Background: an optimization exercise with open tools, aiming at small area. Do not read the settings as production practice.
The RTL was checked by simulation tests, not by an equivalence proof against the original design.
Power figures rest on the tool's default switching activity, not on a simulated workload.

<file path="config.mk">
export PLATFORM = sky130hd
export DESIGN_NAME = branch_predict_unit
export DESIGN_NICKNAME = branch_predict_unit
export VERILOG_FILES = /design/flow/design.v
export SDC_FILE = /design/flow/constraint.sdc
export NUM_CORES = 4
export LEC_CHECK = 0
export CAP_MARGIN = 20
export CORE_MARGIN = 2
export CORE_UTILIZATION = 35
export PLACE_DENSITY = 0.55
export SLEW_MARGIN = 20
export SYNTH_HIERARCHICAL = 1
</file>
<file path="constraint.sdc">
create_clock -name core_clock -period 8.0 [get_ports {clk}]
set_input_delay 1.6000 -clock core_clock [delete_from_list [all_inputs] [get_ports {clk}]]
set_output_delay 1.6000 -clock core_clock [all_outputs]
set_load 0.01 [all_outputs]
</file>
<file path="design.v">
module branch_predict_unit #(
    parameter int XLEN    = 32,
    parameter int ENTRIES = 64
) (
    input  logic            clk,
    input  logic            rst_n,
    input  logic [XLEN-1:0] PCF,
    output logic            PredTakenF,
    output logic [XLEN-1:0] PredTargetF,
    input  logic [2:0]      BranchTypeE,
    input  logic [XLEN-1:0] Operand1E,
    input  logic [XLEN-1:0] Operand2E,
    input  logic [XLEN-1:0] PCE,
    input  logic [XLEN-1:0] BrTargetE,
    input  logic            PredTakenE,
    input  logic [XLEN-1:0] PredTargetE,
    input  logic            StallE,
    input  logic            FlushE,
    output logic            BranchE,
    output logic            MispredE,
    output logic [XLEN-1:0] RedirectPCE
);
    localparam int IDX_W = $clog2(ENTRIES);
    localparam int TAG_W = XLEN - IDX_W - 2;
    localparam logic [2:0] NOBRANCH = 3'd0;
    localparam logic [2:0] BEQ      = 3'd1;
    localparam logic [2:0] BNE      = 3'd2;
    localparam logic [2:0] BLT      = 3'd3;
    localparam logic [2:0] BLTU     = 3'd4;
    localparam logic [2:0] BGE      = 3'd5;
    localparam logic [2:0] BGEU     = 3'd6;
    logic [ENTRIES-1:0] r_valid;
    logic [TAG_W-1:0]   r_tag    [ENTRIES];
    logic [XLEN-1:0]    r_target [ENTRIES];
    logic [1:0]         r_ctr    [ENTRIES];
    logic [IDX_W-1:0]   w_idxF;
    logic [TAG_W-1:0]   w_tagF;
    logic [IDX_W-1:0]   w_idxE;
    logic [TAG_W-1:0]   w_tagE;
    logic [ENTRIES-1:0] w_selF;
    logic [ENTRIES-1:0] w_selE;
    logic               w_validF;
    logic [TAG_W-1:0]   w_rtagF;
    logic               w_ctrF;
    logic [XLEN-1:0]    w_rtgtF;
    logic               w_validE;
    logic [TAG_W-1:0]   w_rtagE;
    logic [1:0]         w_ctrE;
    logic               w_hitF;
    logic               w_hitE;
    logic               w_taken;
    logic               w_isBr;
    logic               w_upd;
    assign w_idxF = PCF[IDX_W+1:2];
    assign w_tagF = PCF[XLEN-1:IDX_W+2];
    assign w_idxE = PCE[IDX_W+1:2];
    assign w_tagE = PCE[XLEN-1:IDX_W+2];
    bpu_dec u_decF (.idx(w_idxF), .sel(w_selF));
    bpu_dec u_decE (.idx(w_idxE), .sel(w_selE));
    localparam int RF_W = 1 + TAG_W + 1 + XLEN;
    localparam int RE_W = 1 + TAG_W + 2;
    logic [ENTRIES*RF_W-1:0] w_dataF;
    logic [ENTRIES*RE_W-1:0] w_dataE;
    logic [RF_W-1:0]         w_rdF;
    logic [RE_W-1:0]         w_rdE;
    always_comb begin
        for (int i = 0; i < ENTRIES; i++) begin
            w_dataF[i*RF_W +: RF_W] = {r_valid[i], r_tag[i], r_ctr[i][1], r_target[i]};
            w_dataE[i*RE_W +: RE_W] = {r_valid[i], r_tag[i], r_ctr[i]};
        end
    end
    bpu_rd #(.W(RF_W)) u_rdF (.sel(w_selF), .d(w_dataF), .q(w_rdF));
    bpu_rd #(.W(RE_W)) u_rdE (.sel(w_selE), .d(w_dataE), .q(w_rdE));
    assign {w_validF, w_rtagF, w_ctrF, w_rtgtF} = w_rdF;
    assign {w_validE, w_rtagE, w_ctrE}          = w_rdE;
    assign w_hitF      = w_validF && (w_rtagF == w_tagF);
    assign PredTakenF  = w_hitF && w_ctrF;
    assign PredTargetF = w_rtgtF;
    always_comb begin
        w_taken = 1'b0;
        case (BranchTypeE)
            BEQ:     w_taken = (Operand1E == Operand2E);
            BNE:     w_taken = (Operand1E != Operand2E);
            BLT:     w_taken = ($signed(Operand1E) <  $signed(Operand2E));
            BGE:     w_taken = ($signed(Operand1E) >= $signed(Operand2E));
            BLTU:    w_taken = (Operand1E <  Operand2E);
            BGEU:    w_taken = (Operand1E >= Operand2E);
            default: w_taken = 1'b0;
        endcase
    end
    assign BranchE = w_taken;
    assign w_isBr  = (BranchTypeE != NOBRANCH) && !FlushE;
    assign MispredE = !FlushE && (w_isBr
        ? ((w_taken != PredTakenE) ||
           (w_taken && (PredTargetE != BrTargetE)))
        : PredTakenE);
    assign RedirectPCE = w_taken ? BrTargetE : PCE + XLEN'(4);
    assign w_hitE = w_validE && (w_rtagE == w_tagE);
    assign w_upd  = !StallE && !FlushE;
    logic       w_wrTgt;    
    logic       w_wrCtr;    
    logic [1:0] w_ctrNew;
    logic       w_wrVal;
    logic       w_valNew;
    assign w_wrTgt = w_upd && w_taken;
    assign w_wrCtr = w_upd && w_isBr && (w_hitE || w_taken);
    always_comb begin
        if (!w_hitE)
            w_ctrNew = 2'b10;
        else if (w_taken)
            w_ctrNew = (w_ctrE == 2'b11) ? 2'b11 : w_ctrE + 2'd1;
        else
            w_ctrNew = (w_ctrE == 2'b00) ? 2'b00 : w_ctrE - 2'd1;
    end
    assign w_wrVal  = w_upd && (w_taken || (BranchTypeE == NOBRANCH && PredTakenE));
    assign w_valNew = w_taken;
    always_ff @(posedge clk or negedge rst_n) begin
        if (!rst_n) begin
            r_valid <= '0;
        end else begin
            for (int i = 0; i < ENTRIES; i++) begin
                if (w_wrVal && w_selE[i]) r_valid[i] <= w_valNew;
            end
        end
    end
    always_ff @(posedge clk) begin
        for (int i = 0; i < ENTRIES; i++) begin
            if (w_wrCtr && w_selE[i]) r_ctr[i] <= w_ctrNew;
            if (w_wrTgt && w_selE[i]) begin
                r_tag[i]    <= w_tagE;
                r_target[i] <= BrTargetE;
            end
        end
    end
endmodule
module bpu_dec (
    input  logic [5:0]  idx,
    output logic [63:0] sel
);
    always_comb begin
        for (int i = 0; i < 64; i++) sel[i] = (idx == 6'(i));
    end
endmodule
module bpu_aoi222 (
    input  logic a0, b0, a1, b1, a2, b2,
    output logic y
);
    assign y = ~((a0 & b0) | (a1 & b1) | (a2 & b2));
endmodule
module bpu_nand2 (
    input  logic a, b,
    output logic y
);
    assign y = ~(a & b);
endmodule
module bpu_nand4 (
    input  logic a, b, c, d,
    output logic y
);
    assign y = ~(a & b & c & d);
endmodule
module bpu_nand3 (
    input  logic a, b, c,
    output logic y
);
    assign y = ~(a & b & c);
endmodule
module bpu_nor2 (
    input  logic a, b,
    output logic y
);
    assign y = ~(a | b);
endmodule
module bpu_rd #(
    parameter int W = 1
) (
    input  logic [63:0]   sel,
    input  logic [64*W-1:0] d,
    output logic [W-1:0]  q
);
    for (genvar b = 0; b < W; b++) begin : g_bit
        logic [21:0] t;    
        logic [5:0]  u;    
        logic [2:0]  v;    
        for (genvar g = 0; g < 21; g++) begin : g_aoi
            bpu_aoi222 u_aoi (
                .a0(sel[3*g]),   .b0(d[(3*g)*W + b]),
                .a1(sel[3*g+1]), .b1(d[(3*g+1)*W + b]),
                .a2(sel[3*g+2]), .b2(d[(3*g+2)*W + b]),
                .y(t[g]));
        end
        bpu_nand2 u_last (.a(sel[63]), .b(d[63*W + b]), .y(t[21]));
        for (genvar g = 0; g < 5; g++) begin : g_nand
            bpu_nand4 u_n (.a(t[4*g]), .b(t[4*g+1]), .c(t[4*g+2]), .d(t[4*g+3]), .y(u[g]));
        end
        bpu_nand2 u_n5 (.a(t[20]), .b(t[21]), .y(u[5]));
        for (genvar g = 0; g < 3; g++) begin : g_nor
            bpu_nor2 u_o (.a(u[2*g]), .b(u[2*g+1]), .y(v[g]));
        end
        bpu_nand3 u_q (.a(v[0]), .b(v[1]), .c(v[2]), .y(q[b]));
    end
endmodule
</file>
<file path="run.sh">
#!/bin/bash
# synth_recipe.tcl (not shown) runs the flow's synth.tcl, then flattens the netlist and writes it again
# the make line also repeats each setting of config.mk as NAME=value (left out here)
make -C /OpenROAD-flow-scripts/flow DESIGN_CONFIG=/design/flow/config.mk WORK_HOME=/design/flow/orfs CLKGATE_MAP_FILE= SYNTH_SCRIPT=/design/flow/synth_recipe.tcl finish
</file>
==> results.json, run 1 <==
{
  "outcome": "complete, but fails checks",
  "clk_pin_slew_worst_paths_ns": 0.06,
  "first_pass_iters": 14,
  "fin_skew_ns": 0.0420,
  "critPathSlowestCell": "clkdlybuf4s50_1",
  "so_faults": "negative setup slack",
  "worstPathRequired_ns": 6.40,
  "vias": 94070,
  "crit_top_cell": "buf_4",
  "stdcell_count": 14245,
  "synthXorXnorAreaFrac_pct": 0.671,
  "fin_crit_ns": 8.09,
  "place.gp.congestion": 0.900,
  "muxShareOfSynthArea_pct": 0.0311,
  "drtIter0Drc": 23173,
  "cpPeakStageDelay_ns": 0.67,
  "rsz0062_at_grt": "no",
  "syn-num-nets": 7597,
  "finalCritPeriodShare_pct": 101,
  "grt_pass1_wl_um": 710000,
  "numPortBuffers": 264,
  "synth_edf_count": 3712,
  "synth_top_cell_by_area": "edfxtp_1",
  "synthAdderAreaFrac_pct": 0.293,
  "p_per_area_mw_per_mm2": 245,
  "hp-class": "flip-flop to flip-flop",
  "cts_tree": "yes",
  "finalSetupTns_ns": -0.0913,
  "cp-start-kind": "input pin",
  "synth_common_cells": "edfxtp_1 (3712), a222oi_1 (1785), nand4_1 (449)",
  "yosysTopAreaCellShare_pct": 79.1,
  "synthDistinctLibCells": 48,
  "routedWlPerCell_um": 36.8,
  "async_flop_share_pct": 1.69,
  "ys_seq_elements": 3776,
  "seq_area_frac_synth_pct": 80.2,
  "path_class": "input pin to output pin",
  "drive_gt1_share_pct": 16.7,
  "ioPinCount": 267,
  "avgSynthCellArea_sq_um": 19.1,
  "grt_pass1_vias": 90123,
  "max_freq_mhz": 124,
  "layout.nets": 8848,
  "fin_ws_ns": -0.0913,
  "power.leakage_nw": 53.8,
  "worstPathCellList": "clkdlybuf4s50_1 -> buf_12 -> or4b_1 -> buf_4 -> nor2_4 -> buf_4 -> a222oi_1 -> nand4_1 -> nor2_1 -> nand3_1 -> xnor2_1 -> buf_4 -> nand4_1 -> nor4_4 -> clkdlybuf4s50_1",
  "cts_buffers": 381,
  "die_h_um": 639,
  "yosys.area_share.simple_pct": 5.21,
  "yosysMostFrequentCell": "edfxtp_1",
  "rows": 233,
  "start_util_pct": 35.1,
  "tightestPinTransition_ns": 1.20,
  "vdd_drop_max_v": 0.000192,
  "global_route.usage.total_pct": 24.5,
  "yosysWarnings": 11,
  "route.detailed.drc": 0,
  "antenna_found_initial": 19,
  "maxCapViolations": 0,
  "placedCellCount": 13507,
  "setup_viol": 1,
  "synth_top_family_by_area": "compound AO/OA/AOI/OAI gates",
  "critPathCaptureType": "output pin",
  "cts.path.max_buffers": 4,
  "cts_root_buffer": "clkbuf_16",
  "finalHoldViolations": 0,
  "grt_start_max_net_pins": 70,
  "dp_hpwl_um": 334000,
  "slew_headroom_pct": 20.2,
  "syn_area_sq_mm": 0.141,
  "syn_inst": 7364,
  "synthFlopType": "edfxtp_1",
  "coreArea_sq_mm": 0.402,
  "clk_latency_ns": 0.97,
  "cts_sinks": 3776,
  "ant_nets": 0,
  "dpl_worst_slack_ns": -0.831,
  "synth_compound_area_share_pct": 13.3,
  "finalWirelength_um": 524000,
  "grt_overflow_total": 0,
  "vias_per_cell": 6.60,
  "die_x_um": 639,
  "arrival_ns": 6.49,
  "cts_max_level": 5,
  "dieArea_sq_mm": 0.408,
  "area_growth_pct": 20.4,
  "ys_top_cells_by_area": "edfxtp_1 (79%), a222oi_1 (13%), nand4_1 (2.0%)",
  "report.final.slew_viol_count": 0,
  "critPathMaxFanout": 13
}
## modules after synthesis (local to each module, per instance), a selection
| module | copies in the design | cells inside |
|---|---|---|
| branch_predict_unit | 1 | 4454 |
| bpu_dec | 2 | 95 |
| bpu_aoi222 | 1785 | 1 |
| bpu_nand4 | 425 | 1 |
| bpu_nand3 | 85 | 1 |
| bpu_nand2 | 170 | 1 |
| bpu_nor2 | 255 | 1 |
## what timing repair did
item                                    in CTS  in global routing
gates resized for setup                      5                  9
hold buffers                                 0                  0
endpoints found under the setup margin       1                  1
pin swaps                                    1                  4
setup buffers                                3                  7
gates cloned                                 1                  1
## cell usage in the layout (no fill, tap or decap), drive strengths merged, types with 101 or more instances in the layout
cell	n
edfxtp	3712
a222oi	1785
buf	714
clkbuf	466
nand4	450
nor2	399
nand2	288
clkdlybuf4s50	207
clkinv	170
nand3	101
## registers in the layout, summed over array words and instances, names as in the netlist
signal    flops
r_ctr       128
r_tag      1536
r_target   2048
r_valid      64
## worst max-delay path, delay by kind of cell
kind / cells / cell delay (ns)
AND/OR/NAND/NOR: 7 / 2.16
XOR/XNOR: 1 / 0.27
buffers and inverters: 6 / 2.00
AO/OA/AOI/OAI: 1 / 0.39
## through the flow
| step | utilization (%) | instance area, sq um | total power, mW | hold slack (ns) |
|---|---|---|---|---|
| floorplan | - | 141000 | 22.8 | 0.470 |
| global placement | 39.1 | 157000 | 24.1 | 0.479 |
| detailed placement | 39.1 | 157000 | 24.1 | 0.492 |
| CTS | 42.2 | 170000 | 41.7 | 0.505 |
| global route | 42.2 | 170000 | 42.5 | 0.523 |
| finish | 42.3 | 170000 | 41.5 | 0.508 |
## layout make-up
type / instances / area, sq um
fill: 35104 / 232000
sequential: 3776 / 113000
multi-input combinational: 3498 / 28600
clock buffer: 466 / 10100
timing repair buffer: 921 / 8880
tap: 5287 / 6620
clock inverter: 244 / 2290
inverter: 37 / 139
antenna: 16 / 40.0
## power by group
group	switching (mW)	internal (mW)
logic	1.36	0.549
registers	0.0381	21.8
clock network	7.63	10.2
## kinds of logic (layout without fill, tap and decap cells)
logic type,after synthesis,in the layout
AO/OA/AOI/OAI,1911,1911
XOR/XNOR,108,108
adder cells (fa/ha/maj),33,33
buffers and inverters,92,1668
flip-flops,3776,3776
multiplexers,4,4
other,0,16
AND/OR/NAND/NOR,1440,1442
## routing by layer
metal  up-vias  wire length [um]  GRT usage (%)
met5         -                49              0
met4         8             38800           16.3
met3      1124             59800           4.06
met2      7437            238000           38.1
met1     48149            187000           31.8
li1      37352                 -              -
## final timing paths
check,end,cells after the start,slack [ns],startpoint
worst max-delay path,PredTakenF,15,-0.09,PCF[7]
worst min-delay path,r_valid[0],1,0.51,r_valid[0]
worst max register to register,r_ctr[14][0],13,3.78,r_tag[12][18]
worst min register to register,r_valid[0],1,0.51,r_valid[0]
max in group asynchronous,r_valid[12],1,6.47,rst_n
min in group asynchronous,r_valid[33],1,0.83,rst_n
==> run 2: changes to the inputs <==
--- a/config.mk
+++ b/config.mk
@@ -8,6 +8,7 @@
 export CAP_MARGIN = 20
 export CORE_MARGIN = 2
-export CORE_UTILIZATION = 35
-export PLACE_DENSITY = 0.55
+export CORE_UTILIZATION = 50
+export CTS_BUF_LIST = sky130_fd_sc_hd__clkbuf_4 sky130_fd_sc_hd__clkbuf_8
+export PLACE_DENSITY = 0.62
 export SLEW_MARGIN = 20
 export SYNTH_HIERARCHICAL = 1
==> results.json, run 2 <==
{
  "ys_top_cells_by_area": "edfxtp_1 (79%), a222oi_1 (13%), nand4_1 (2.0%)",
  "async_flop_share_pct": 1.69,
  "power.leakage_nw": 54.4,
  "crit_path_start": "PCF[4]",
  "final_common_cell": "edfxtp_1",
  "reg2reg_slack_ns": 3.61,
  "final_cell_mix": "edfxtp_1 (3712), a222oi_1 (1785), clkbuf_8 (622), buf_4 (542), nand4_1 (449)",
  "clk_latency_ns": 1.08,
  "setup_viol": 1,
  "seq_area_frac_synth_pct": 80.2,
  "r2r_start": "r_tag[21][11]",
  "vias_per_cell": 7.37,
  "finalSetupTns_ns": -0.00695,
  "cts_buffers": 605,
  "so_faults": "negative setup slack",
  "path_class": "input pin to output pin",
  "fin_skew_ns": 0.0424,
  "grt_pass1_wl_um": 690000,
  "ant_nets": 0,
  "dp_hpwl_um": 317000,
  "cts.path.max_buffers": 4,
  "stdcell_count": 13095,
  "yosysMostFrequentCell": "edfxtp_1",
  "worstPathRequired_ns": 6.40,
  "r2r_end": "r_ctr[60][0]",
  "fin_crit_ns": 8.01,
  "fillerInstances": 20337,
  "synthDistinctLibCells": 48,
  "die_x_um": 535,
  "fin_ws_ns": -0.00695,
  "cts_hold_buf": 0,
  "synth_edf_count": 3712,
  "rsz0062_at_grt": "no",
  "syn_inst": 7364,
  "dieArea_sq_mm": 0.286,
  "grt_pass1_vias": 91714,
  "rows": 194,
  "cts_sinks": 3776,
  "p_total_mw": 39.7,
  "start_util_pct": 50.4,
  "critPathCaptureType": "output pin",
  "global_route.usage.total_pct": 34.2,
  "grt_start_max_net_pins": 70,
  "die_h_um": 535,
  "tightestPinTransition_ns": 1.18,
  "min_from": "r_valid[25]",
  "drtIter0Drc": 24692,
  "cts_tree": "yes",
  "p_per_area_mw_per_mm2": 236,
  "ioPinCount": 267,
  "finalHoldViolations": 0,
  "vdd_drop_max_v": 0.000132,
  "syn-num-nets": 7597,
  "hold-path-endpoint": "r_valid[25]",
  "report.final.slew_viol_count": 0,
  "reg2reg_depth": 15,
  "numPortBuffers": 264,
  "synth_common_cells": "edfxtp_1 (3712), a222oi_1 (1785), nand4_1 (449)",
  "cts_max_level": 6,
  "synthFlopType": "edfxtp_1",
  "slew_headroom_pct": 21.6,
  "area_growth_pct": 19.2,
  "yosysTopAreaCellShare_pct": 79.1,
  "cts_root_buffer": "clkbuf_8",
  "drive_gt1_share_pct": 20.5,
  "first_pass_iters": 17,
  "syn_area_sq_mm": 0.141,
  "yosysWarnings": 11,
  "finalWirelength_um": 507000,
  "cp-start-kind": "input pin",
  "avgSynthCellArea_sq_um": 19.1,
  "clk_pin_slew_worst_paths_ns": 0.06,
  "outcome": "complete, but fails checks",
  "route.detailed.drc": 0,
  "critPathMaxFanout": 27,
  "routedWlPerCell_um": 38.8,
  "finalCritPeriodShare_pct": 100,
  "coreArea_sq_mm": 0.280,
  "hp-class": "flip-flop to flip-flop",
  "largest_register_ffs": 2048,
  "maxCapViolations": 0,
  "placedCellCount": 12023,
  "antenna_found_initial": 18,
  "ys_seq_elements": 3776,
  "vias": 96566,
  "final_core_util_pct": 60.0,
  "max_freq_mhz": 125,
  "place.gp.congestion": 0.952,
  "synth_top_cell_by_area": "edfxtp_1",
  "arrival_ns": 6.41,
  "grt_overflow_total": 0,
  "layout.nets": 9140,
  "hold_depth": 1
}
## run 2: cell counts after synthesis
No cell type changed its count.
## run 2: Yosys stat by module (local to each module, per instance), a selection
module,cells,flip-flops and latches,cell area [sq um]
bpu_nand2,1,0,3.75
branch_predict_unit,4454,3776,117000
bpu_aoi222,1,0,10.0
bpu_nor2,1,0,3.75
bpu_nand4,1,0,6.26
bpu_dec,95,0,465
bpu_nand3,1,0,5.00
## run 2: logic make-up (layout without fill, tap and decap cells)
logic type	after synthesis	in the layout	share of synthesized area, %
flip-flops	3776	3776	80.2
multiplexers	4	4	0.0311
AO/OA/AOI/OAI	1911	1911	13.3
XOR/XNOR	108	108	0.671
AND/OR/NAND/NOR	1440	1441	5.21
other	0	9	0
adder cells (fa/ha/maj)	33	33	0.293
buffers and inverters	92	2089	0.313
## run 2: cell type report
cell class,count,area (sq um),area share [%]
antenna,9,22.5,0.0134
inverter,37,139,0.0827
timing repair buffer,990,10100,6.03
tap,3724,4660,2.77
clock buffer,815,10000,5.96
clock inverter,247,1450,0.865
multi-input combinational,3497,28500,17.0
sequential,3776,113000,67.3
## run 2: worst max-delay path by stage
stage | end | slack (ns) | cells after the start
after floorplan | PredTakenF | 0.85 | 11
after global placement | PredTakenF | -0.62 | 14
after detailed placement | PredTakenF | -0.59 | 14
after CTS | PredTakenF | 0.06 | 14
after global routing | PredTakenF | 0.05 | 15
final | PredTakenF | -0.007 | 14
## run 2: per-layer routing
layer	track usage (%)	vias to the layer above	share of wire [%]
met5	0.383	-	0.037
met4	22.7	8	7.6
met3	9.13	1401	15
met2	49.8	8998	43
met1	45.5	48210	34
li1	-	37949	-
## run 2: where the power goes
part	switching, mW	total [mW]	leakage (nW)	internal [mW]
registers	0.0388	21.8	34.6	21.8
clock network	7.54	16.0	6.09	8.43
logic	1.35	1.90	13.7	0.551
total	8.92	39.7	54.4	30.8
## run 2: stage by stage
stage,instance area [sq um],worst slack [ns],hold WS [ns]
final,168000,-0.00695,0.501
after global routing,168000,0.0450,0.522
after CTS,168000,0.0560,0.502
after detailed placement,156000,-0.588,0.489
after global placement,156000,-0.625,0.479
after floorplan,141000,0.853,0.470
## run 2: critical path: stages
cell and delay, ns:
clkdlybuf4s50_1 0.45, buf_4 0.32, nand4b_1 0.44, nor2_4 0.06
buf_12 0.20, a222oi_1 0.40, nand4_1 0.24, nor2_1 0.51
nand3_1 0.31, xor2_1 0.24, nor4_4 0.42, nand3_1 0.26
nor4_2 0.30, clkdlybuf4s50_1 0.60
## run 2: what timing repair did
item                       4_1_cts  5_1_grt
buffers inserted                 0        0
pin swaps                        1        0
setup endpoints to repair        1        1
gates resized for setup          7        1
cloned                           1        0
==> run 3: changes to the inputs <==
--- a/design.v
+++ b/design.v
@@ -124,11 +124,26 @@
         end
     end
+    localparam int ENT_W = TAG_W + XLEN + 2;
+    logic [ENTRIES-1:0] w_enT, w_enTn, w_enC, w_enCn;
+    logic [ENT_W-1:0]   w_next [ENTRIES];
+    always_comb begin
+        for (int i = 0; i < ENTRIES; i++) begin
+            w_enT[i]  = w_wrTgt && w_selE[i];
+            w_enTn[i] = !w_enT[i];
+            w_enC[i]  = w_wrCtr && w_selE[i];
+            w_enCn[i] = !w_enC[i];
+        end
+    end
+    for (genvar i = 0; i < ENTRIES; i++) begin : g_ent
+        bpu_hold #(.W(TAG_W + XLEN)) u_holdT (
+            .q({r_tag[i], r_target[i]}), .en(w_enT[i]), .enb(w_enTn[i]),
+            .d({w_tagE, BrTargetE}), .y(w_next[i][ENT_W-1:2]));
+        bpu_hold #(.W(2)) u_holdC (
+            .q(r_ctr[i]), .en(w_enC[i]), .enb(w_enCn[i]),
+            .d(w_ctrNew), .y(w_next[i][1:0]));
+    end
     always_ff @(posedge clk) begin
         for (int i = 0; i < ENTRIES; i++) begin
-            if (w_wrCtr && w_selE[i]) r_ctr[i] <= w_ctrNew;
-            if (w_wrTgt && w_selE[i]) begin
-                r_tag[i]    <= w_tagE;
-                r_target[i] <= BrTargetE;
-            end
+            {r_tag[i], r_target[i], r_ctr[i]} <= w_next[i];
         end
     end
@@ -201,2 +216,21 @@
     end
 endmodule
+module bpu_hold #(
+    parameter int W = 1
+) (
+    input  logic [W-1:0] q,
+    input  logic         en,
+    input  logic         enb,
+    input  logic [W-1:0] d,
+    output logic [W-1:0] y
+);
+    for (genvar b = 0; b < W; b++) begin : g_bit
+        bpu_ao22 u_ao (.a0(q[b]), .b0(enb), .a1(d[b]), .b1(en), .y(y[b]));
+    end
+endmodule
+module bpu_ao22 (
+    input  logic a0, b0, a1, b1,
+    output logic y
+);
+    assign y = (a0 & b0) | (a1 & b1);
+endmodule
==> flow/run.sh (new file) <==
#!/bin/bash
# The standard layout (standard.sh, ORFS synth to finish) with two
# changes passed to ORFS through its own variables:
#  - port buffers are buf_2 cells (buffer_ports -buffer_cell) instead of the
#    delay cell buffer_ports picks by default; every port still gets one
#  - clock tree: clkbuf_8 buffers, 16-sink clusters, no dummy loads
# make's output goes to make.log here; ORFS writes each step's log under
# orfs/logs.
set -euo pipefail
cd "$(dirname "$0")/.."
export BUFFER_PORTS_ARGS="-buffer_cell sky130_fd_sc_hd__buf_2"
export CTS_ARGS="-sink_clustering_enable -repair_clock_nets -dont_use_dummy_load -buf_list sky130_fd_sc_hd__clkbuf_8 -sink_clustering_size 16 -sink_clustering_max_diameter 60"
bash standard.sh finish > make.log 2>&1
==> standard.sh (new file) <==
#!/bin/bash
# synth_recipe.tcl (not shown) runs the flow's synth.tcl, then flattens the netlist and writes it again
# the make line also repeats each setting of config.mk as NAME=value (left out here)
make -C /OpenROAD-flow-scripts/flow DESIGN_CONFIG=/design/flow/config.mk WORK_HOME=/design/flow/orfs CLKGATE_MAP_FILE= SYNTH_SCRIPT=/design/flow/synth_recipe.tcl "${@:-finish}"
--- a/config.mk
+++ b/config.mk
@@ -8,7 +8,6 @@
 export CAP_MARGIN = 20
 export CORE_MARGIN = 2
-export CORE_UTILIZATION = 50
-export CTS_BUF_LIST = sky130_fd_sc_hd__clkbuf_4 sky130_fd_sc_hd__clkbuf_8
-export PLACE_DENSITY = 0.62
+export CORE_UTILIZATION = 35
+export PLACE_DENSITY = 0.55
 export SLEW_MARGIN = 20
 export SYNTH_HIERARCHICAL = 1
removed: run.sh
==> results.json, run 3 <==
{
  "rows": 229,
  "yosysWarnings": 15,
  "avgSynthCellArea_sq_um": 12.2,
  "grt_overflow_total": 0,
  "fin_ws_ns": -0.145,
  "syn_inst": 11215,
  "start_util_pct": 35.2,
  "finalHoldViolations": 0,
  "r2r_end": "r_ctr[8][1]",
  "ys_top_cells_by_area": "dfxtp_1 (54%), a22o_1 (24%), a222oi_1 (13%)",
  "multi_input_area_sq_mm": 0.0614,
  "synthDistinctLibCells": 47,
  "maxCapViolations": 0,
  "final_cell_mix": "a22o_1 (3712), dfxtp_1 (3712), a222oi_1 (1785), buf_4 (575), nand4_1 (449)",
  "ant_nets": 0,
  "vias": 131221,
  "fillerInstances": 37123,
  "vias_per_cell": 7.49,
  "die_h_um": 629,
  "grt_pass1_vias": 125121,
  "r2r_start": "r_tag[3][23]",
  "syn_area_sq_mm": 0.137,
  "worstPathRequired_ns": 6.40,
  "ys_seq_elements": 3776,
  "dieArea_sq_mm": 0.396,
  "cts_tree": "yes",
  "finalSetupTns_ns": -0.145,
  "cpPeakStageDelay_ns": 0.49,
  "rsz0062_at_grt": "no",
  "synth_common_cells": "a22o_1 (3712), dfxtp_1 (3712), a222oi_1 (1785)",
  "so_faults": "negative setup slack",
  "fin_skew_ns": 0.102,
  "vdd_drop_max_v": 0.000120,
  "grt_pass1_wl_um": 972000,
  "area_growth_pct": 13.0,
  "arrival_ns": 6.54,
  "finalCritPeriodShare_pct": 102,
  "area.sequential_sq_mm": 0.0759,
  "clk_pin_slew_worst_paths_ns": 0.08,
  "hp-class": "input pin to asynchronous set/reset pin",
  "worstPathCellList": "buf_2 -> nand2b_4 -> buf_4 -> nor2_4 -> buf_4 -> a222oi_1 -> nand4_1 -> nor2_1 -> nand3_1 -> xor2_1 -> nor4_1 -> nand3_1 -> nor4_4 -> buf_4 -> buf_2",
  "cp-start-kind": "input pin",
  "dpl_worst_slack_ns": -0.346,
  "cts_hold_buf": 0,
  "slew_headroom_pct": 13.4,
  "first_pass_iters": 14,
  "global_route.usage.total_pct": 33.7,
  "reg2reg_depth": 13,
  "routedWlPerCell_um": 40.5,
  "drtIter0Drc": 27352,
  "seq_area_frac_synth_pct": 55.5,
  "place.gp.congestion": 0.975,
  "synthFlopType": "dfxtp_1",
  "coreArea_sq_mm": 0.389,
  "finalWirelength_um": 710000,
  "synth_top_cell_by_area": "dfxtp_1",
  "cts.path.max_buffers": 4,
  "largest_register_ffs": 2048,
  "drive_gt1_share_pct": 11.7,
  "yosysTopAreaCellShare_pct": 54.3,
  "path_class": "input pin to output pin",
  "power.leakage_nw": 57.3,
  "setup_viol": 1,
  "critPathSlowestCell": "nor4_1",
  "layout.nets": 12531,
  "clk_latency_ns": 1.19,
  "ioPinCount": 267,
  "fin_crit_ns": 8.14,
  "report.final.slew_viol_count": 0,
  "dp_hpwl_um": 436000,
  "cts_sinks": 3776,
  "reg2reg_slack_ns": 3.25,
  "critPathMaxFanout": 19,
  "outcome": "complete, but fails checks",
  "final_core_util_pct": 39.7,
  "synth_edf_count": 0,
  "cts_buffers": 331,
  "antenna_found_initial": 70,
  "max_freq_mhz": 123,
  "crit_top_cell": "buf_4",
  "syn-num-nets": 11448,
  "grt_start_max_net_pins": 81,
  "hold_slack_ns": 0.267,
  "cts_max_level": 5,
  "route.detailed.drc": 0,
  "async_flop_share_pct": 1.69,
  "p_per_area_mw_per_mm2": 212,
  "cts_root_buffer": "clkbuf_8",
  "critPathCaptureType": "output pin",
  "numPortBuffers": 264,
  "p_total_mw": 32.8,
  "die_x_um": 629,
  "tightestPinTransition_ns": 1.29
}
==> run 3: cell types whose count changed in the layout (fill, tap and decap cells not counted), sizes merged, moves of 204 or more <==
| cell | change |
|---|---|
| a22o | +3712 |
| dfxtp | +3712 |
| edfxtp | -3712 |
| clkbuf | -483 |
| clkdlybuf4s50 | -206 |
| clkinv | -204 |
==> run 3: Yosys stat by module, one instance, submodules excluded, excerpt <==
module	times used	area, sq um	flip-flops and latches
bpu_dec	2	465	0
branch_predict_unit	1	80800	3776
bpu_nand4	425	6.26	0
bpu_nor2	255	3.75	0
bpu_nand2	170	3.75	0
bpu_aoi222	1785	10.0	0
bpu_ao22	3712	8.76	0
bpu_nand3	85	5.00	0
==> run 3: per-layer routing <==
metal	vias to the layer above	GRT usage [%]	part of all wire (%)
met5	-	0	0.025
met4	28	24.8	8.5
met3	2356	11.4	14
met2	10671	49.3	42
met1	66287	41.1	36
li1	51879	-	-
==> run 3: logic make-up after synthesis <==
group	Yosys count	share of synthesized area (%)
adders and majority gates	33	0.302
and+or+nand+nor	1495	5.48
AOI/OAI and AO/OA	5631	37.5
xor gates and xnor gates	108	0.692
muxes	6	0.0494
buffers and inverters	166	0.502
DFF	3776	55.5
==> run 3: worst max-delay path: cells and delay by family <==
kind	cells	cell delay, ns
buffers and inverters	5	1.23
AND/OR/NAND/NOR	8	3.08
XOR/XNOR	1	0.19
AO/OA/AOI/OAI	1	0.39
==> run 3: metrics by stage <==
stage / std cells / area [sq um]
final: 17512 / 155000
after global routing: 17500 / 155000
after CTS: 17485 / 154000
after floorplan: 11215 / 137000
after detailed placement: 17147 / 150000
after global placement: 17145 / 150000
==> run 3: worst max path at each step <==
stage,start,endpoint,slack [ns],cells after the start
5_1_grt,PCF[3],PredTakenF,0.01,15
4_1_cts,PCF[5],PredTakenF,0.02,14
2_1_floorplan,PCE[5],r_ctr[0][1],0.36,10
3_3_place_gp,PCF[5],PredTakenF,-0.71,14
6_report,PCF[3],PredTakenF,-0.14,15
3_5_place_dp,PCF[5],PredTakenF,-0.35,14
==> run 3: what timing repair did <==
action	CTS	global route
pin swaps	4	3
gates resized for setup	7	5
setup buffers	4	2
cloned	3	2
setup endpoints to repair	1	1
==> run 3: final cells by class <==
class	instances	share of cell area, %
flip-flops and latches	3776	49.1
multi-input cells	7278	39.7
well taps	5197	4.21
repair buffers	809	3.79
clock buffers	331	2.95
inverters	102	0.248
diodes	19	0.0307
==> run 3: power breakdown <==
part | switching [mW] | leakage, nW | internal [mW]
Combinational | 1.44 | 24.0 | 0.958
Sequential | 0.581 | 30.9 | 19.7
Clock | 6.45 | 2.38 | 3.70
==> run 4: changes to the inputs <==
==> flow/run.sh (replaced) <==
#!/bin/bash
# The standard layout (standard.sh, ORFS synth to finish) with two
# changes passed to ORFS through its own variables:
#  - port buffers are buf_2 cells (buffer_ports -buffer_cell) instead of the
#    delay cell buffer_ports picks by default; every port still gets one
#  - clock tree: clkbuf_8 buffers, 14-sink clusters, no dummy loads
# make's output goes to make.log here; ORFS writes each step's log under
# orfs/logs.
set -euo pipefail
cd "$(dirname "$0")/.."
export BUFFER_PORTS_ARGS="-buffer_cell sky130_fd_sc_hd__buf_2"
export CTS_ARGS="-sink_clustering_enable -repair_clock_nets -dont_use_dummy_load -buf_list sky130_fd_sc_hd__clkbuf_8 -sink_clustering_size 14 -sink_clustering_max_diameter 50"
bash standard.sh finish > make.log 2>&1
--- a/config.mk
+++ b/config.mk
@@ -10,4 +10,5 @@
 export CORE_UTILIZATION = 35
 export PLACE_DENSITY = 0.55
+export SETUP_SLACK_MARGIN = 0.4
 export SLEW_MARGIN = 20
 export SYNTH_HIERARCHICAL = 1
==> results.json, run 4 <==
{
  "vdd_drop_max_v": 0.000146,
  "internal-power_mw": 25.2,
  "final_cell_mix": "a22o_1 (3712), dfxtp_1 (3712), a222oi_1 (1785), buf_4 (650), nand4_1 (449)",
  "p_sw_mw": 8.79,
  "swShare_pct": 25.8,
  "fillerInstances": 36983,
  "finalWirelength_um": 735000,
  "route.detailed.drc": 0,
  "report.final.slew_viol_count": 0,
  "syn_area_sq_mm": 0.137,
  "critPathMaxFanout": 58,
  "grt_start_max_net_pins": 65,
  "seq_area_frac_synth_pct": 55.5,
  "vias": 133216,
  "path_class": "input pin to output pin",
  "final_area_sq_mm": 0.157,
  "die_x_um": 629,
  "ys_seq_elements": 3776,
  "synthFlopType": "dfxtp_1",
  "fin_crit_ns": 7.73,
  "cts.path.max_buffers": 4,
  "multi_input_area_sq_mm": 0.0613,
  "crit_path_end": "PredTakenF",
  "global_route.usage.total_pct": 34.9,
  "area.sequential_sq_mm": 0.0759,
  "routedWlPerCell_um": 41.5,
  "yosysWarnings": 15,
  "numPortBuffers": 264,
  "cts_root_buffer": "clkbuf_8",
  "drive_gt1_share_pct": 13.0,
  "clk_latency_ns": 1.20,
  "ioPinCount": 267,
  "stdcell_count": 17711,
  "synthDistinctLibCells": 47,
  "dp_hpwl_um": 451000,
  "largest_register_ffs": 2048,
  "coreArea_sq_mm": 0.389,
  "syn_inst": 11215,
  "syn-num-nets": 11448,
  "worstPathRequired_ns": 6.40,
  "worstPathCellList": "buf_2 -> nand4b_1 -> buf_12 -> buf_4 -> nor2_4 -> buf_12 -> a222oi_1 -> nand4_1 -> nor2_1 -> nand3_1 -> xor2_1 -> nor4_2 -> buf_4 -> nand4_1 -> nor4_2 -> buf_4 -> buf_12",
  "p_per_area_mw_per_mm2": 217,
  "ant_nets": 0,
  "tightestPinTransition_ns": 1.30,
  "power_frac_comb_pct": 7.3,
  "die_h_um": 629,
  "path_buf_inv": 7,
  "placedCellCount": 17247,
  "synth_top_cell_by_area": "dfxtp_1",
  "grt_pass1_vias": 126649,
  "rows": 229,
  "grt_pass1_wl_um": 999000,
  "reg2reg_depth": 15,
  "grt_overflow_total": 0,
  "cp.depth": 17,
  "finalHoldViolations": 0,
  "layout.nets": 12714,
  "area_growth_pct": 14.7,
  "antenna_found_initial": 60,
  "avgSynthCellArea_sq_um": 12.2,
  "cts_tree": "yes",
  "max_freq_mhz": 129,
  "place.gp.congestion": 1.00,
  "r2r_end": "r_ctr[23][0]",
  "cts_max_level": 5,
  "rsz0062_at_grt": "no",
  "finalCritPeriodShare_pct": 96.6,
  "cts_buffers": 417,
  "yosysTopAreaCellShare_pct": 54.3,
  "drtIter0Drc": 26726,
  "crit_path_start": "PCF[6]",
  "critPathSlowestCell": "a222oi_1",
  "arrival_ns": 6.13,
  "cts_hold_buf": 0,
  "p_clk_share_pct": 33.2,
  "vias_per_cell": 7.52,
  "fin_skew_ns": 0.135,
  "power.leakage_nw": 58.5,
  "start_util_pct": 35.2,
  "clk_pin_slew_worst_paths_ns": 0.08,
  "cp-start-kind": "input pin",
  "hp-class": "input pin to asynchronous set/reset pin",
  "first_pass_iters": 15,
  "reg2reg_slack_ns": 2.90,
  "cpLargestDelayFamily": "simple AND/OR/NAND/NOR gates",
  "hold_slack_ns": 0.306,
  "ys_top_cells_by_area": "dfxtp_1 (54%), a22o_1 (24%), a222oi_1 (13%)",
  "maxCapViolations": 0,
  "power_frac_seq_pct": 59.5,
  "setup_viol": 0,
  "critPathCaptureType": "output pin",
  "dieArea_sq_mm": 0.396,
  "synth_edf_count": 0,
  "placedInstanceArea_sq_mm": 0.151,
  "r2r_start": "r_tag[12][2]",
  "cpPeakStageDelay_ns": 0.52,
  "outcome": "finished clean",
  "synth_common_cells": "a22o_1 (3712), dfxtp_1 (3712), a222oi_1 (1785)",
  "finalSetupTns_ns": 0,
  "async_flop_share_pct": 1.69,
  "slew_headroom_pct": 13.1,
  "cts_sinks": 3776
}
-- run 4: layer usage --
metal / GRT usage (%) / up-vias / wire [um]
li1: - / 52253 / -
met1: 42.1 / 66956 / 263000
met2: 49.0 / 11492 / 294000
met3: 14.5 / 2485 / 113000
met4: 26.6 / 30 / 65400
met5: 0.0604 / - / 201
-- run 4: layout make-up --
class,count,share of cell area (%)
flip-flops and latches,3776,48.4
repair buffers,906,4.44
multi-input cells,7278,39.1
diodes,35,0.0558
clock buffers,417,3.66
well taps,5197,4.14
inverters,102,0.244
-- run 4: worst reg2reg max path, cell delays in order (launching register included) --
cell	delay, ns
dfxtp_1	0.33
a222oi_1	0.56
nand4_1	0.48
nor2_1	0.70
buf_4	0.22
nand3_1	0.09
xnor2_1	0.41
nand4_1	0.26
nor3_1	0.25
nand4_1	0.20
inv_1	0.16
buf_12	0.14
o221a_4	0.49
buf_4	0.31
nand2_1	0.10
a22o_1	0.24
-- run 4: worst min-delay path by stage --
stage / startpoint / endpoint / slack [ns] / depth (start not counted)
2_1_floorplan: r_ctr[0][0] / r_ctr[0][0] / 0.45 / 1
3_3_place_gp: r_target[18][7] / r_target[18][7] / 0.46 / 1
3_5_place_dp: r_target[51][8] / r_target[51][8] / 0.47 / 1
4_1_cts: rst_n / r_valid[42] / 0.25 / 1
5_1_grt: rst_n / r_valid[41] / 0.32 / 1
6_report: rst_n / r_valid[42] / 0.31 / 1
-- run 4: kinds of logic after synthesis --
group                      count (synthesis)  synth area share (%)
AOI/OAI and AO/OA                       5631                  37.5
DFF                                     3776                  55.5
and+or+nand+nor                         1495                  5.48
buffers and inverters                    166                 0.502
xor gates and xnor gates                 108                 0.692
adders and majority gates                 33                 0.302
muxes                                      6                0.0494
-- run 4: modules after synthesis, one instance, submodules excluded, a selection --
| module | copies in the design | area [sq um] | cells | flops+latches |
|---|---|---|---|---|
| bpu_aoi222 | 1785 | 10.0 | 1 | 0 |
| bpu_ao22 | 3712 | 8.76 | 1 | 0 |
| bpu_nand4 | 425 | 6.26 | 1 | 0 |
| bpu_dec | 2 | 465 | 95 | 0 |
| bpu_nand2 | 170 | 3.75 | 1 | 0 |
| branch_predict_unit | 1 | 80800 | 4593 | 3776 |
| bpu_nor2 | 255 | 3.75 | 1 | 0 |
| bpu_nand3 | 85 | 5.00 | 1 | 0 |
-- run 4: what timing repair did --
action | in CTS | in global routing
endpoints found under the hold margin | 0 | 0
gates cloned | 4 | 1
pin swaps | 5 | 3
endpoints found under the setup margin | 1 | 1
buffers inserted | 4 | 1
resized for setup | 10 | 12
-- run 4: power by group through the flow --
stage	Combinational (mW)	Sequential [mW]	Clock (mW)
2_1_floorplan	1.12	20.5	0
3_3_place_gp	2.29	20.6	0
3_5_place_dp	2.36	20.6	0
4_1_cts	2.37	20.2	11.3
5_1_grt	2.53	20.3	12.0
6_report	2.47	20.2	11.3
-- run 4: metrics by stage --
| step | total power, mW | utilization, % | setup WS [ns] |
|---|---|---|---|
| 2_1_floorplan | 21.6 | - | 0.853 |
| 3_3_place_gp | 22.9 | 38.7 | -0.110 |
| 3_5_place_dp | 23.0 | 38.8 | -0.0514 |
| 4_1_cts | 33.9 | 40.3 | 0.405 |
| 5_1_grt | 34.9 | 40.3 | 0.431 |
| 6_report | 34.0 | 40.3 | 0.273 |
==> run 5: changes to the inputs <==
==> flow/run.sh (replaced) <==
#!/bin/bash
# The standard layout (standard.sh, ORFS synth to finish) with two
# changes passed to ORFS through its own variables:
#  - port buffers are buf_1 cells (buffer_ports -buffer_cell) instead of the
#    delay cell buffer_ports picks by default; every port still gets one
#  - clock tree: clkbuf_8 buffers, 14-sink clusters, no dummy loads
# make's output goes to make.log here; ORFS writes each step's log under
# orfs/logs.
set -euo pipefail
cd "$(dirname "$0")/.."
export BUFFER_PORTS_ARGS="-buffer_cell sky130_fd_sc_hd__buf_1"
export CTS_ARGS="-sink_clustering_enable -repair_clock_nets -dont_use_dummy_load -buf_list sky130_fd_sc_hd__clkbuf_8 -sink_clustering_size 14 -sink_clustering_max_diameter 50"
bash standard.sh finish > make.log 2>&1
--- a/config.mk
+++ b/config.mk
@@ -6,9 +6,9 @@
 export NUM_CORES = 4
 export LEC_CHECK = 0
-export CAP_MARGIN = 20
+export CAP_MARGIN = 10
 export CORE_MARGIN = 2
-export CORE_UTILIZATION = 35
-export PLACE_DENSITY = 0.55
+export CORE_UTILIZATION = 50
+export PLACE_DENSITY = 0.65
 export SETUP_SLACK_MARGIN = 0.4
-export SLEW_MARGIN = 20
+export SLEW_MARGIN = 10
 export SYNTH_HIERARCHICAL = 1
==> results.json, run 5 <==
{
  "routedWlPerCell_um": 41.5,
  "final_area_sq_mm": 0.154,
  "area_growth_pct": 12.5,
  "swShare_pct": 25.3,
  "cpLargestDelayFamily": "simple AND/OR/NAND/NOR gates",
  "avgSynthCellArea_sq_um": 12.2,
  "ant_nets": 0,
  "dp_hpwl_um": 403000,
  "cts.path.max_buffers": 4,
  "clk_pin_slew_worst_paths_ns": 0.09,
  "cp.depth": 12,
  "syn_area_sq_mm": 0.137,
  "power_frac_seq_pct": 61.0,
  "start_util_pct": 50.1,
  "finalHoldViolations": 0,
  "rsz0062_at_grt": "no",
  "seq_area_frac_synth_pct": 55.5,
  "vias_per_cell": 8.28,
  "cpPeakStageDelay_ns": 1.02,
  "synth_edf_count": 0,
  "p_per_area_mw_per_mm2": 216,
  "route.detailed.drc": 0,
  "finalCritPeriodShare_pct": 98.0,
  "outcome": "finished clean",
  "placedCellCount": 15602,
  "final_cell_mix": "a22o_1 (3712), dfxtp_1 (3712), a222oi_1 (1785), buf_4 (578), nand4_1 (449)",
  "max_freq_mhz": 128,
  "p_total_mw": 33.2,
  "vias": 133001,
  "yosysWarnings": 15,
  "p_clk_share_pct": 32.1,
  "cts_tree": "yes",
  "grt_pass1_vias": 126542,
  "critPathMaxFanout": 13,
  "tightestPinTransition_ns": 1.32,
  "dieArea_sq_mm": 0.278,
  "grt_overflow_total": 0,
  "yosysTopAreaCellShare_pct": 54.3,
  "hold_slack_ns": 0.436,
  "numPortBuffers": 264,
  "p_sw_mw": 8.41,
  "coreArea_sq_mm": 0.273,
  "reg2reg_depth": 13,
  "cts_max_level": 5,
  "internal-power_mw": 24.8,
  "vdd_drop_max_v": 0.000163,
  "placedInstanceArea_sq_mm": 0.148,
  "maxCapViolations": 0,
  "fin_ws_ns": 0.164,
  "die_x_um": 527,
  "cts_root_buffer": "clkbuf_8",
  "drtIter0Drc": 29347,
  "ys_top_cells_by_area": "dfxtp_1 (54%), a22o_1 (24%), a222oi_1 (13%)",
  "die_h_um": 527,
  "fin_crit_ns": 7.84,
  "arrival_ns": 6.24,
  "grt_pass1_wl_um": 922000,
  "async_flop_share_pct": 1.69,
  "synthFlopType": "dfxtp_1",
  "antenna_found_initial": 56,
  "syn_inst": 11215,
  "dpl_worst_slack_ns": 0.256,
  "global_route.usage.total_pct": 45.1,
  "cp-start-kind": "input pin",
  "finalWirelength_um": 666000,
  "ys_seq_elements": 3776,
  "largest_register_ffs": 2048,
  "clk_latency_ns": 1.17,
  "slew_headroom_pct": 11.7,
  "rows": 192,
  "path_class": "input pin to output pin",
  "cts_hold_buf": 0,
  "worstPathCellList": "clkdlybuf4s15_2 -> or4_4 -> nor2_2 -> a222oi_1 -> nand4_1 -> nor2_1 -> nand3_1 -> xnor2_1 -> nand4_1 -> nor4_1 -> buf_4 -> buf_1",
  "critPathCaptureType": "output pin",
  "synthDistinctLibCells": 47,
  "drive_gt1_share_pct": 11.0,
  "cts_buffers": 378,
  "fillerInstances": 22860,
  "cts_sinks": 3776,
  "first_pass_iters": 17,
  "place.gp.congestion": 1.03,
  "crit_top_cell": "nand4_1",
  "finalSetupTns_ns": 0,
  "report.final.slew_viol_count": 0,
  "hp-class": "input pin to asynchronous set/reset pin",
  "grt_start_max_net_pins": 103,
  "synth_top_cell_by_area": "dfxtp_1",
  "setup_viol": 0,
  "stdcell_count": 16061,
  "layout.nets": 12672,
  "synth_common_cells": "a22o_1 (3712), dfxtp_1 (3712), a222oi_1 (1785)",
  "syn-num-nets": 11448,
  "worstPathRequired_ns": 6.40,
  "power_frac_comb_pct": 7.0,
  "path_buf_inv": 3,
  "power.leakage_nw": 57.4,
  "final_core_util_pct": 56.4,
  "ioPinCount": 267,
  "fin_skew_ns": 0.127,
  "critPathSlowestCell": "nor2_2"
}
-- run 5: cell counts after synthesis --
No cell type changed its count.
-- run 5: final cells by class --
type / count / area [sq um] / area share [%]
multi-input combinational: 7293 / 61300 / 39.8
tap: 3589 / 4490 / 2.92
sequential: 3776 / 75900 / 49.4
clock buffer: 378 / 5200 / 3.38
antenna: 35 / 87.6 / 0.0569
inverter: 102 / 383 / 0.249
timing repair buffer: 888 / 6470 / 4.21
-- run 5: metal layers --
metal	share of wire [%]	vias up	track usage [%]
met5	0.049	-	0.0693
met2	40	12175	63.0
met3	16	3011	17.4
met1	34	65574	54.2
met4	10	48	38.4
li1	-	52193	-
-- run 5: power by group through the flow --
stage | registers [mW] | logic, mW | clock network, mW
after detailed placement | 20.6 | 2.18 | 0
after global routing | 20.3 | 2.36 | 11.3
after floorplan | 20.5 | 1.12 | 0
final | 20.2 | 2.32 | 10.6
after CTS | 20.2 | 2.20 | 10.6
after global placement | 20.6 | 2.11 | 0
-- run 5: kinds of logic (layout without fill, tap and decap cells) --
group,after synthesis,after routing,share of synthesized area [%]
compound gates,5631,5631,37.5
xor+xnor,108,108,0.692
fa+ha+maj,33,33,0.302
buf+inv,166,1368,0.502
flops,3776,3776,55.5
mux,6,6,0.0494
other cells,0,35,0
simple gates,1495,1515,5.48
-- run 5: per-module statistics from Yosys (local to each module, per instance), excerpt --
| module | times used | cells |
|---|---|---|
| bpu_nand3 | 85 | 1 |
| bpu_dec | 2 | 95 |
| bpu_nand4 | 425 | 1 |
| bpu_nor2 | 255 | 1 |
| branch_predict_unit | 1 | 4593 |
| bpu_ao22 | 3712 | 1 |
| bpu_nand2 | 170 | 1 |
| bpu_aoi222 | 1785 | 1 |
-- run 5: path summary, 6_finish.rpt --
path,startpoint,to,slack (ns)
worst min register to register,r_target[33][23],r_target[33][23],0.48
worst max register to register,r_tag[3][11],r_ctr[38][0],3.30
worst max-delay path,PCF[6],PredTakenF,0.16
worst min-delay path,rst_n,r_valid[32],0.44
max in group asynchronous,rst_n,r_valid[10],6.42
min in group core_clock,r_target[33][23],r_target[33][23],0.48
-- run 5: what timing repair did --
item / 4_1_cts / 5_1_grt
buffers inserted: 26 / 0
cloned: 16 / 4
hold endpoints to repair: 0 / 0
pin swaps: 22 / 5
gates resized for setup: 13 / 8
setup endpoints to repair: 1 / 1

-- static timing again, ports no longer ideal --
No port has a modelled driver above. Below, the same layouts with a new extraction and two added sets of constraints.
Step 1 assumes that a clkbuf_16 drives the clock port and a buf_2 every other input.
Step 2 moves the port delays by t, midway between the first and last clock arrival at a register: inputs arrive t later, outputs are due t later. That takes back most of the time a late clock gives input paths.
a / b / c = no drivers / after step 1 / after step 2; a / b = the first two.
| run | t (ns) | setup WS [ns] | worst setup path at the end | worst slew at a driven data input, ns |
|---|---|---|---|---|
| run 1 | 1.054 | -0.091 / -0.145 / -0.145 | input to output | 0.23 |
| run 2 | 1.145 | -0.007 / -0.033 / -0.033 | input to output | 0.30 |
| run 3 | 1.230 | -0.145 / -0.324 / -0.324 | input to output | 0.42 |
| run 4 | 1.232 | 0.273 / 0.145 / 0.056 | input to register | 0.30 |
| run 5 | 1.217 | 0.164 / 0.133 / -0.123 | input to register | 0.40 |
Met with ideal ports but missed after step 2: setup timing in run 5. The setup slack of run 5, which loses most, moves by -0.031 ns with the drivers and by -0.287 ns with both steps.
